What follows belongs to an exercise in optimizing a design on an open flow for small area, a short achievable clock period and few clock cycles per item; a production flow would make more cautious choices. The RTL of this run was laid out without a check of its function.

===== flow/config.mk =====
export PLATFORM = sky130hd
export DESIGN_NAME = des_core
export DESIGN_NICKNAME = des_core
export VERILOG_FILES = /design/flow/design.v
export SDC_FILE = /design/flow/constraint.sdc
export NUM_CORES = 4
export LEC_CHECK = 0
export CAP_MARGIN = 20
export CORE_MARGIN = 2
export CORE_UTILIZATION = 40
export SLEW_MARGIN = 20

===== flow/run.sh =====
#!/bin/bash
# synth_recipe.tcl (not shown) runs the flow's synth.tcl, then flattens the netlist and writes it again
# the make line also repeats each setting of config.mk as NAME=value (left out here)
make -C /OpenROAD-flow-scripts/flow DESIGN_CONFIG=/design/flow/config.mk WORK_HOME=/design/flow/orfs CLKGATE_MAP_FILE= SYNTH_SCRIPT=/design/flow/synth_recipe.tcl finish

===== flow/constraint.sdc =====
create_clock -name core_clock -period 17.5 [get_ports {ck}]
set_input_delay 3.5000 -clock core_clock [delete_from_list [all_inputs] [get_ports {ck}]]
set_output_delay 3.5000 -clock core_clock [all_outputs]
set_load 0.01 [all_outputs]

===== flow/design.v =====
package des_pkg;
    typedef logic [1:64] block_t;
    typedef logic [1:32] half_t;
    typedef logic [1:48] subkey_t;
    typedef logic [1:56] cd_t;
    typedef logic [5:0]  sbox_in_t;
    typedef logic [3:0]  sbox_out_t;
    localparam int NUM_ROUNDS = 16;
    localparam logic [15:0] SHIFT_TWO = 16'b0111_1110_1111_1100;
    localparam logic [2047:0] SBOX_TAB = 2048'hb65309cfd8a47e12853fda602ec914b729e0b65c473a8df17c05e39a1bf6482dc32ef0597a418db6295086fae73cdb4168f2c53ea1947b0d16a579c3d80fe2b4d80671ebaf59c2346bd1a4073c825fe983b0ed1659c724fab57e43d08629fa1c354a90f6d2e17c8be0365c9f87dab1246893af051d74c2be9e0df3586ba714c2e27cb5498d1a60f34825e31fd7bc096a9ea1c27430f65b8df4cb5821a9603ed7c25b3ef478960da17ea5c21b03f8946d1fbce582a643907d824b7cd15f36e90a9e50c76b24f31a8df2396c851d4ab7e05b96a10ce82f74d3a50cd27943b6e81fd60ae3b5719428cf05a379cfb26d8e148359bc6a1d2e47f07095c6a38bf21d4e;
endpackage
module des_round
(
    input  des_pkg::block_t  state_in,
    input  des_pkg::subkey_t subkey,
    output des_pkg::block_t  state_out
);
    localparam logic [48*7-1:0] E_TAB = {
        7'd32, 7'd1, 7'd2, 7'd3, 7'd4, 7'd5, 7'd4, 7'd5, 7'd6, 7'd7, 7'd8, 7'd9, 7'd8, 7'd9, 7'd10, 7'd11,
        7'd12, 7'd13, 7'd12, 7'd13, 7'd14, 7'd15, 7'd16, 7'd17, 7'd16, 7'd17, 7'd18, 7'd19, 7'd20, 7'd21, 7'd20, 7'd21,
        7'd22, 7'd23, 7'd24, 7'd25, 7'd24, 7'd25, 7'd26, 7'd27, 7'd28, 7'd29, 7'd28, 7'd29, 7'd30, 7'd31, 7'd32, 7'd1
    };
    localparam logic [32*7-1:0] P_TAB = {
        7'd16, 7'd7, 7'd20, 7'd21, 7'd29, 7'd12, 7'd28, 7'd17, 7'd1, 7'd15, 7'd23, 7'd26, 7'd5, 7'd18, 7'd31, 7'd10,
        7'd2, 7'd8, 7'd24, 7'd14, 7'd32, 7'd27, 7'd3, 7'd9, 7'd19, 7'd13, 7'd30, 7'd6, 7'd22, 7'd11, 7'd4, 7'd25
    };
    des_pkg::half_t   l_half;
    des_pkg::half_t   r_half;
    des_pkg::subkey_t expanded;
    des_pkg::subkey_t mixed;
    des_pkg::half_t   s_out;
    des_pkg::half_t   f_out;
    assign l_half = state_in[1:32];
    assign r_half = state_in[33:64];
    always_comb begin
        for (int i = 1; i <= 48; i++) begin
            expanded[i] = r_half[E_TAB[(48-i)*7 +: 7]];
        end
    end
    assign mixed = expanded ^ subkey;
    always_comb begin
        des_pkg::sbox_in_t s_in;
        for (int b = 0; b < 8; b++) begin
            s_in = mixed[6*b+1 +: 6];
            s_out[4*b+1 +: 4] = des_pkg::SBOX_TAB[(b*64 + {s_in[5], s_in[0], s_in[4:1]})*4 +: 4];  
        end
    end
    always_comb begin
        for (int i = 1; i <= 32; i++) begin
            f_out[i] = s_out[P_TAB[(32-i)*7 +: 7]];
        end
    end
    assign state_out = {r_half, l_half ^ f_out};
endmodule
module des_round_chain
#(
    parameter int FIRST_ROUND = 0,
    parameter int ROUNDS      = 8
) (
    input  logic    ck,
    input  logic    rst_n,
    input  logic    in_valid,
    input  des_pkg::block_t  in_block,
    input  des_pkg::subkey_t [0:15] subkeys,
    output logic    out_valid,
    output des_pkg::block_t  out_block
);
    des_pkg::block_t stage [ROUNDS+1];
    assign stage[0] = in_block;
    for (genvar g = 0; g < ROUNDS; g++) begin : g_round
        des_round u_round (
            .state_in  (stage[g]),
            .subkey    (subkeys[FIRST_ROUND+g]),
            .state_out (stage[g+1])
        );
    end
    always_ff @(posedge ck) begin
        if (!rst_n) begin
            out_valid <= 1'b0;
        end else begin
            out_valid <= in_valid;
        end
    end
    always_ff @(posedge ck) begin
        if (in_valid) begin
            out_block <= stage[ROUNDS];  
        end
    end
endmodule
module des_key_schedule
(
    input  logic    ck,
    input  logic    rst_n,
    input  logic    key_load,
    input  des_pkg::block_t  key,
    input  logic    decrypt,
    input  logic    busy,
    output des_pkg::subkey_t [0:15] subkeys
);
    localparam logic [56*7-1:0] PC1_TAB = {
        7'd57, 7'd49, 7'd41, 7'd33, 7'd25, 7'd17, 7'd9, 7'd1, 7'd58, 7'd50, 7'd42, 7'd34,
        7'd26, 7'd18, 7'd10, 7'd2, 7'd59, 7'd51, 7'd43, 7'd35, 7'd27, 7'd19, 7'd11, 7'd3,
        7'd60, 7'd52, 7'd44, 7'd36, 7'd63, 7'd55, 7'd47, 7'd39, 7'd31, 7'd23, 7'd15, 7'd7,
        7'd62, 7'd54, 7'd46, 7'd38, 7'd30, 7'd22, 7'd14, 7'd6, 7'd61, 7'd53, 7'd45, 7'd37,
        7'd29, 7'd21, 7'd13, 7'd5, 7'd28, 7'd20, 7'd12, 7'd4
    };
    localparam logic [48*7-1:0] PC2_TAB = {
        7'd14, 7'd17, 7'd11, 7'd24, 7'd1, 7'd5, 7'd3, 7'd28, 7'd15, 7'd6, 7'd21, 7'd10, 7'd23, 7'd19, 7'd12, 7'd4,
        7'd26, 7'd8, 7'd16, 7'd7, 7'd27, 7'd20, 7'd13, 7'd2, 7'd41, 7'd52, 7'd31, 7'd37, 7'd47, 7'd55, 7'd30, 7'd40,
        7'd51, 7'd45, 7'd33, 7'd48, 7'd44, 7'd49, 7'd39, 7'd56, 7'd34, 7'd53, 7'd46, 7'd42, 7'd50, 7'd36, 7'd29, 7'd32
    };
    des_pkg::cd_t     cd_init;
    des_pkg::subkey_t [0:15] next_keys;
    always_comb begin
        for (int i = 1; i <= 56; i++) begin
            cd_init[i] = key[PC1_TAB[(56-i)*7 +: 7]];  
        end
    end
    always_comb begin
        logic [1:28] c;
        logic [1:28] d;
        des_pkg::cd_t         cd;
        c = cd_init[1:28];
        d = cd_init[29:56];
        for (int r = 0; r < des_pkg::NUM_ROUNDS; r++) begin
            if (!des_pkg::SHIFT_TWO[r]) begin
                c = {c[2:28], c[1]};
                d = {d[2:28], d[1]};
            end else begin
                c = {c[3:28], c[1:2]};
                d = {d[3:28], d[1:2]};
            end
            cd = {c, d};
            for (int i = 1; i <= 48; i++) begin
                next_keys[r][i] = cd[PC2_TAB[(48-i)*7 +: 7]];
            end
        end
    end
    always_ff @(posedge ck) begin
        if (key_load) begin
            for (int r = 0; r < des_pkg::NUM_ROUNDS; r++) begin
                subkeys[r] <= decrypt ? next_keys[des_pkg::NUM_ROUNDS-1-r] : next_keys[r];
            end
        end
    end
endmodule
module des_core
(
    input  logic   ck,
    input  logic   rst_n,
    input  logic   key_load,
    input  des_pkg::block_t key,
    input  logic   decrypt,
    input  logic   in_valid,
    input  des_pkg::block_t in_block,
    output logic   out_valid,
    output des_pkg::block_t out_block
);
    localparam int HALF_ROUNDS = des_pkg::NUM_ROUNDS / 2;
    localparam logic [64*7-1:0] IP_TAB = {
        7'd58, 7'd50, 7'd42, 7'd34, 7'd26, 7'd18, 7'd10, 7'd2, 7'd60, 7'd52, 7'd44, 7'd36, 7'd28, 7'd20, 7'd12, 7'd4,
        7'd62, 7'd54, 7'd46, 7'd38, 7'd30, 7'd22, 7'd14, 7'd6, 7'd64, 7'd56, 7'd48, 7'd40, 7'd32, 7'd24, 7'd16, 7'd8,
        7'd57, 7'd49, 7'd41, 7'd33, 7'd25, 7'd17, 7'd9, 7'd1, 7'd59, 7'd51, 7'd43, 7'd35, 7'd27, 7'd19, 7'd11, 7'd3,
        7'd61, 7'd53, 7'd45, 7'd37, 7'd29, 7'd21, 7'd13, 7'd5, 7'd63, 7'd55, 7'd47, 7'd39, 7'd31, 7'd23, 7'd15, 7'd7
    };
    localparam logic [64*7-1:0] FP_TAB = {
        7'd40, 7'd8, 7'd48, 7'd16, 7'd56, 7'd24, 7'd64, 7'd32, 7'd39, 7'd7, 7'd47, 7'd15, 7'd55, 7'd23, 7'd63, 7'd31,
        7'd38, 7'd6, 7'd46, 7'd14, 7'd54, 7'd22, 7'd62, 7'd30, 7'd37, 7'd5, 7'd45, 7'd13, 7'd53, 7'd21, 7'd61, 7'd29,
        7'd36, 7'd4, 7'd44, 7'd12, 7'd52, 7'd20, 7'd60, 7'd28, 7'd35, 7'd3, 7'd43, 7'd11, 7'd51, 7'd19, 7'd59, 7'd27,
        7'd34, 7'd2, 7'd42, 7'd10, 7'd50, 7'd18, 7'd58, 7'd26, 7'd33, 7'd1, 7'd41, 7'd9, 7'd49, 7'd17, 7'd57, 7'd25
    };
    des_pkg::subkey_t [0:15] subkeys;
    des_pkg::block_t  ip_next;
    des_pkg::block_t  stage0_block;
    des_pkg::block_t  stage1_block;
    des_pkg::block_t  stage2_block;
    des_pkg::block_t  preout;
    des_pkg::block_t  fp_next;
    logic    stage0_valid;
    logic    stage1_valid;
    logic    stage2_valid;
    logic    busy;
    assign busy = stage0_valid | stage1_valid | stage2_valid | out_valid;
    des_key_schedule u_key_schedule (
        .ck       (ck),
        .rst_n    (rst_n),
        .key_load (key_load),
        .key      (key),
        .decrypt  (decrypt),
        .busy     (busy),
        .subkeys  (subkeys)
    );
    always_comb begin
        for (int i = 1; i <= 64; i++) begin
            ip_next[i] = in_block[IP_TAB[(64-i)*7 +: 7]];
            fp_next[i] = preout[FP_TAB[(64-i)*7 +: 7]];
        end
    end
    always_ff @(posedge ck) begin
        if (!rst_n) begin
            stage0_valid <= 1'b0;
            out_valid    <= 1'b0;
        end else begin
            stage0_valid <= in_valid;
            out_valid    <= stage2_valid;
        end
    end
    always_ff @(posedge ck) begin
        if (in_valid) begin
            stage0_block <= ip_next;
        end
        if (stage2_valid) begin
            out_block <= fp_next;
        end
    end
    des_round_chain #(
        .FIRST_ROUND (0),
        .ROUNDS      (HALF_ROUNDS)
    ) u_chain_lo (
        .ck        (ck),
        .rst_n     (rst_n),
        .in_valid  (stage0_valid),
        .in_block  (stage0_block),
        .subkeys   (subkeys),
        .out_valid (stage1_valid),
        .out_block (stage1_block)
    );
    des_round_chain #(
        .FIRST_ROUND (HALF_ROUNDS),
        .ROUNDS      (des_pkg::NUM_ROUNDS - HALF_ROUNDS)
    ) u_chain_hi (
        .ck        (ck),
        .rst_n     (rst_n),
        .in_valid  (stage1_valid),
        .in_block  (stage1_block),
        .subkeys   (subkeys),
        .out_valid (stage2_valid),
        .out_block (stage2_block)
    );
    assign preout = {stage2_block[33:64], stage2_block[1:32]};
endmodule

==> results.sh <==
export IMPL_ctsRootBufferMaster="sky130_fd_sc_hd__clkbuf_16"
export IMPL_crit_path_end_kind="flop"
export IMPL_syn_instance_count=17100
export IMPL_cap_violations=0
export IMPL_synth_fp_nets=18200
export IMPL_synth_async_reset_ratio_pct=0
export IMPL_yosysWarningCount=9
export IMPL_post_route_min_period_ns=17.08
export IMPL_outcome="timing/DRC/antenna clean"
export IMPL_reg_clk_slew_reported_paths_ns=0.06
export IMPL_drt_iter0_drc=23700
export IMPL_final_period_utilization_pct=97.6
export IMPL_first_global_vias=139000
export IMPL_io_buffers=189
export IMPL_cp_arrival_ns=17.69
export IMPL_most_common_cell_in_the_synthesized_netlist="sky130_fd_sc_hd__nand2_1"
export IMPL_tritoncts_num_sinks=948
export IMPL_gr_usage_met2_pct=55.7
export IMPL_grt_pass1_wl_um=1050000
export IMPL_dp_final_hpwl_um=579000
export IMPL_synth_top_cells_by_area="sky130_fd_sc_hd__edfxtp_1 (20%), sky130_fd_sc_hd__ha_1 (8.1%), sky130_fd_sc_hd__xnor2_1 (7.8%), sky130_fd_sc_hd__nand2_1 (4.6%), sky130_fd_sc_hd__mux2i_1 (4.4%)"
export IMPL_routed_wl_um=759000
export IMPL_fp_dieArea_um2=367000
export IMPL_timing_reg2reg_setup_slack_ns=0.42
export IMPL_final_max_slew_viol_count=0
export IMPL_worstHoldPathCells=0
export IMPL_fp_dieW_um=605
export IMPL_route_detailed_drc=0
export IMPL_grt_overflow_total=0
export IMPL_slowest_cell_on_the_critical_path="sky130_fd_sc_hd__edfxtp_1"
export IMPL_drt_wirelength_per_cell_um=32.0
export IMPL_via_per_inst=6.58
export IMPL_ant_nets=0
export IMPL_floorplan_core_area_um2=359000
export IMPL_min_delay_start="u_chain_hi.out_block[24]$_DFFE_PP_"
export IMPL_htreeDepth=4
export IMPL_slew_headroom_pct=13.4
export IMPL_pin_count_of_the_biggest_net_entering_global_routing=123
export IMPL_synth_cell_types=165
export IMPL_placement_cell_area_um2=166000
export IMPL_vias=156000
export IMPL_cp_common_cell="sky130_fd_sc_hd__ha_1"
export IMPL_met3_demand_to_capacity_share_in_global_routing_pct=11.1
export IMPL_hold_path_class="reg -> reg"
export IMPL_cts_tree="yes"
export IMPL_ys_dominant_reg_cell="sky130_fd_sc_hd__edfxtp_1"
export IMPL_insertion_delay_ns=0.87
export IMPL_design_portCount=198
export IMPL_initial_utilization_pct=40.3
export IMPL_finalHoldWorstSlack_ns=0.403
export IMPL_firstDrtPassIters=9
export IMPL_ff2ff_path_depth=61
export IMPL_worst_path_buf_inv=9
export IMPL_syn_mean_instance_area_um2=8.45
export IMPL_worst_setup_path_start_kind="flop"
export IMPL_synth_seq_cells=948
export IMPL_rows=220
export IMPL_yosysTopAreaCellShare_pct=19.6
export IMPL_finalSetupViolations=0
export IMPL_synth_seq_area_share_pct=19.6
export IMPL_worstSetupPathType="reg -> reg"
export IMPL_met1_usage_pct=50.1
export IMPL_critPathMaxFanout=11
export IMPL_cpPeakStageDelay_ns=0.67
export IMPL_grtUsageTotal_pct=39.7
export IMPL_antenna_found_initial=90
export IMPL_finish_instance_area_um2=172000
export IMPL_path_delay_family="compound AO/OA/AOI/OAI gates"
export IMPL_timing_final_hold_violations=0
export IMPL_post_route_cells_drive_above_1_share_pct=18.9
export IMPL_syn_area_um2=145000
export IMPL_worst_case_hold_path_end_point="out_block[5]$_DFFE_PP_"
export IMPL_clock_path_buffers=4
export IMPL_max_freq_ghz=0.0586
export IMPL_cts_hold_buffers=0
export IMPL_finClkSkew_ns=0.0456
export IMPL_cts_made_buffers=140
export IMPL_gr_max_usage_layer="met2"
export IMPL_post_synth_most_frequent_cells="sky130_fd_sc_hd__nand2_1 (1788), sky130_fd_sc_hd__xnor2_1 (1297), sky130_fd_sc_hd__nor2_1 (972)"
export IMPL_fin_nets=19800
export IMPL_netlist_top_cell_by_area="sky130_fd_sc_hd__edfxtp_1"
export IMPL_rr_startpoint="stage0_block[63]$_DFFE_PP_"
export IMPL_globalplace_congestion=1.05
export IMPL_max_slew_worst_pin_slew_ns=1.30
export IMPL_worstPathRequired_ns=18.11
export IMPL_die_h_um=605
export IMPL_finish_utilization_pct=47.7
export IMPL_area_growth_synth_to_final_pct=18.6
export IMPL_timing_rr_end="u_chain_lo.out_block[35]$_DFFE_PP_"
export IMPL_synth_edf_count=944
## kinds of logic (layout without fill, tap and decap cells)
group           count (synthesis)  after routing  synth area share (%)
compound gates               4991           4991                  25.6
xor+xnor                     2179           2180                  16.4
fa+ha+maj                     946            946                  8.17
buf+inv                      1630           3384                  4.91
flops                         948            948                  19.6
mux                           854            854                  6.64
other cells                     0             94                     0
simple gates                 5568           5568                  18.7
## stage by stage
step,instances,TNS [ns],worst slack [ns]
2_1_floorplan,17100,0,1.63
3_3_place_gp,23400,0,0.123
3_5_place_dp,23400,0,0.123
4_1_cts,23600,0,0.00530
5_1_grt,23700,-0.122,-0.0589
6_report,23700,0,0.422
## worst max-delay path by stage
| stage | slack, ns | start | end | cells past startpoint |
|---|---|---|---|---|
| finish | 0.42 | stage0_block[63]$_DFFE_PP_ | u_chain_lo.out_block[35]$_DFFE_PP_ | 61 |
| floorplan | 1.63 | u_chain_lo.out_block[56]$_DFFE_PP_ | u_chain_hi.out_block[45]$_DFFE_PP_ | 68 |
| CTS | 0.005 | stage0_block[60]$_DFFE_PP_ | u_chain_lo.out_block[53]$_DFFE_PP_ | 67 |
| global route | -0.06 | stage0_block[63]$_DFFE_PP_ | u_chain_lo.out_block[47]$_DFFE_PP_ | 62 |
| global placement | 0.12 | stage0_block[60]$_DFFE_PP_ | u_chain_lo.out_block[53]$_DFFE_PP_ | 67 |
| detailed placement | 0.12 | stage0_block[60]$_DFFE_PP_ | u_chain_lo.out_block[53]$_DFFE_PP_ | 67 |
## per-layer routing
| layer | vias up | part of all wire (%) |
|---|---|---|
| met5 | - | 0.052 |
| met2 | 10200 | 40 |
| met4 | 56 | 9.6 |
| met3 | 2216 | 12 |
| met1 | 75200 | 38 |
| li1 | 68500 | - |
## flip-flops by register name (all words and copies together) (netlist names)
name and cells:
u_key_schedule.subkeys 688, u_chain_hi.out_valid 1, u_chain_lo.out_block 64, stage0_valid 1
out_valid 1, stage0_block 64, u_chain_lo.out_valid 1, out_block 64
u_chain_hi.out_block 64
## worst reg2reg max path: cells and delay by family (launching register included)
family,cells,cell delay (ns)
AND/OR/NAND/NOR,16,4.21
AO/OA/AOI/OAI,23,5.78
flip-flops,1,0.67
buffers and inverters,9,1.51
adder cells (fa/ha/maj),6,2.56
XOR/XNOR,7,2.08
## area by class of cell
class	instances	area (µm²)
fill	35100	188000
timing repair buffer	2467	19900
sequential	948	28400
clock inverter	70	601
multi-input combinational	14500	110000
clock buffer	169	3740
inverter	678	2560
antenna	94	235
tap	4773	5970
## cell usage in the layout (no fill, tap or decap), types with 140 or more instances in the layout
cell and n:
sky130_fd_sc_hd__buf_4 2206, sky130_fd_sc_hd__o211ai_1 386, sky130_fd_sc_hd__nor2_1 970, sky130_fd_sc_hd__nand2b_1 149, sky130_fd_sc_hd__a21oi_1 788, sky130_fd_sc_hd__nand3_1 741
sky130_fd_sc_hd__a211oi_1 390, sky130_fd_sc_hd__o21ai_0 657, sky130_fd_sc_hd__xor2_1 463, sky130_fd_sc_hd__nor3_1 668, sky130_fd_sc_hd__xnor2_1 1257, sky130_fd_sc_hd__o2111ai_1 153
sky130_fd_sc_hd__clkbuf_16 145, sky130_fd_sc_hd__inv_1 552, sky130_fd_sc_hd__a21o_1 141, sky130_fd_sc_hd__nor4_1 170, sky130_fd_sc_hd__nand2_1 1751, sky130_fd_sc_hd__edfxtp_1 944
sky130_fd_sc_hd__a2111oi_0 140, sky130_fd_sc_hd__a31oi_1 238, sky130_fd_sc_hd__mux2i_1 635, sky130_fd_sc_hd__and3_1 174, sky130_fd_sc_hd__or3_1 141, sky130_fd_sc_hd__clkdlybuf4s50_1 186
sky130_fd_sc_hd__ha_1 938, sky130_fd_sc_hd__nand4_1 181
## what timing repair did
item                       4_1_cts  5_1_grt
gates resized for setup          0       87
setup endpoints to repair        0       64
buffers inserted                 0       42

[port drivers added, routing unchanged]
In the flow no input, the clock included, has a driving cell. The finished layout below was timed again as built, in two steps. Step 1 sets driving cells, clkbuf_16 on the clock port and buf_2 on the other inputs (assumed; they add their load-dependent delay and slew). Step 2 adds t to the input delays and takes it off the output delays; t is the mean of the earliest and latest rising clock arrival at the registers after step 1. Input paths then give back, and output paths get back, about the clock's delay inside the block. a / b / c = ideal ports / drivers / drivers and shift; a / b = the first two.
t (ns): 0.964
setup WS [ns]: 0.422 / 0.422 / 0.422
worst register clock-pin slew, ns: 0.07 / 0.07
worst data-port slew with drivers (ns): 0.15
pins driven straight from the clock port: 1
After both steps this run still meets setup and hold. For this run, drivers alone change the setup slack by 0.000 ns; drivers and shift together by 0.000 ns.
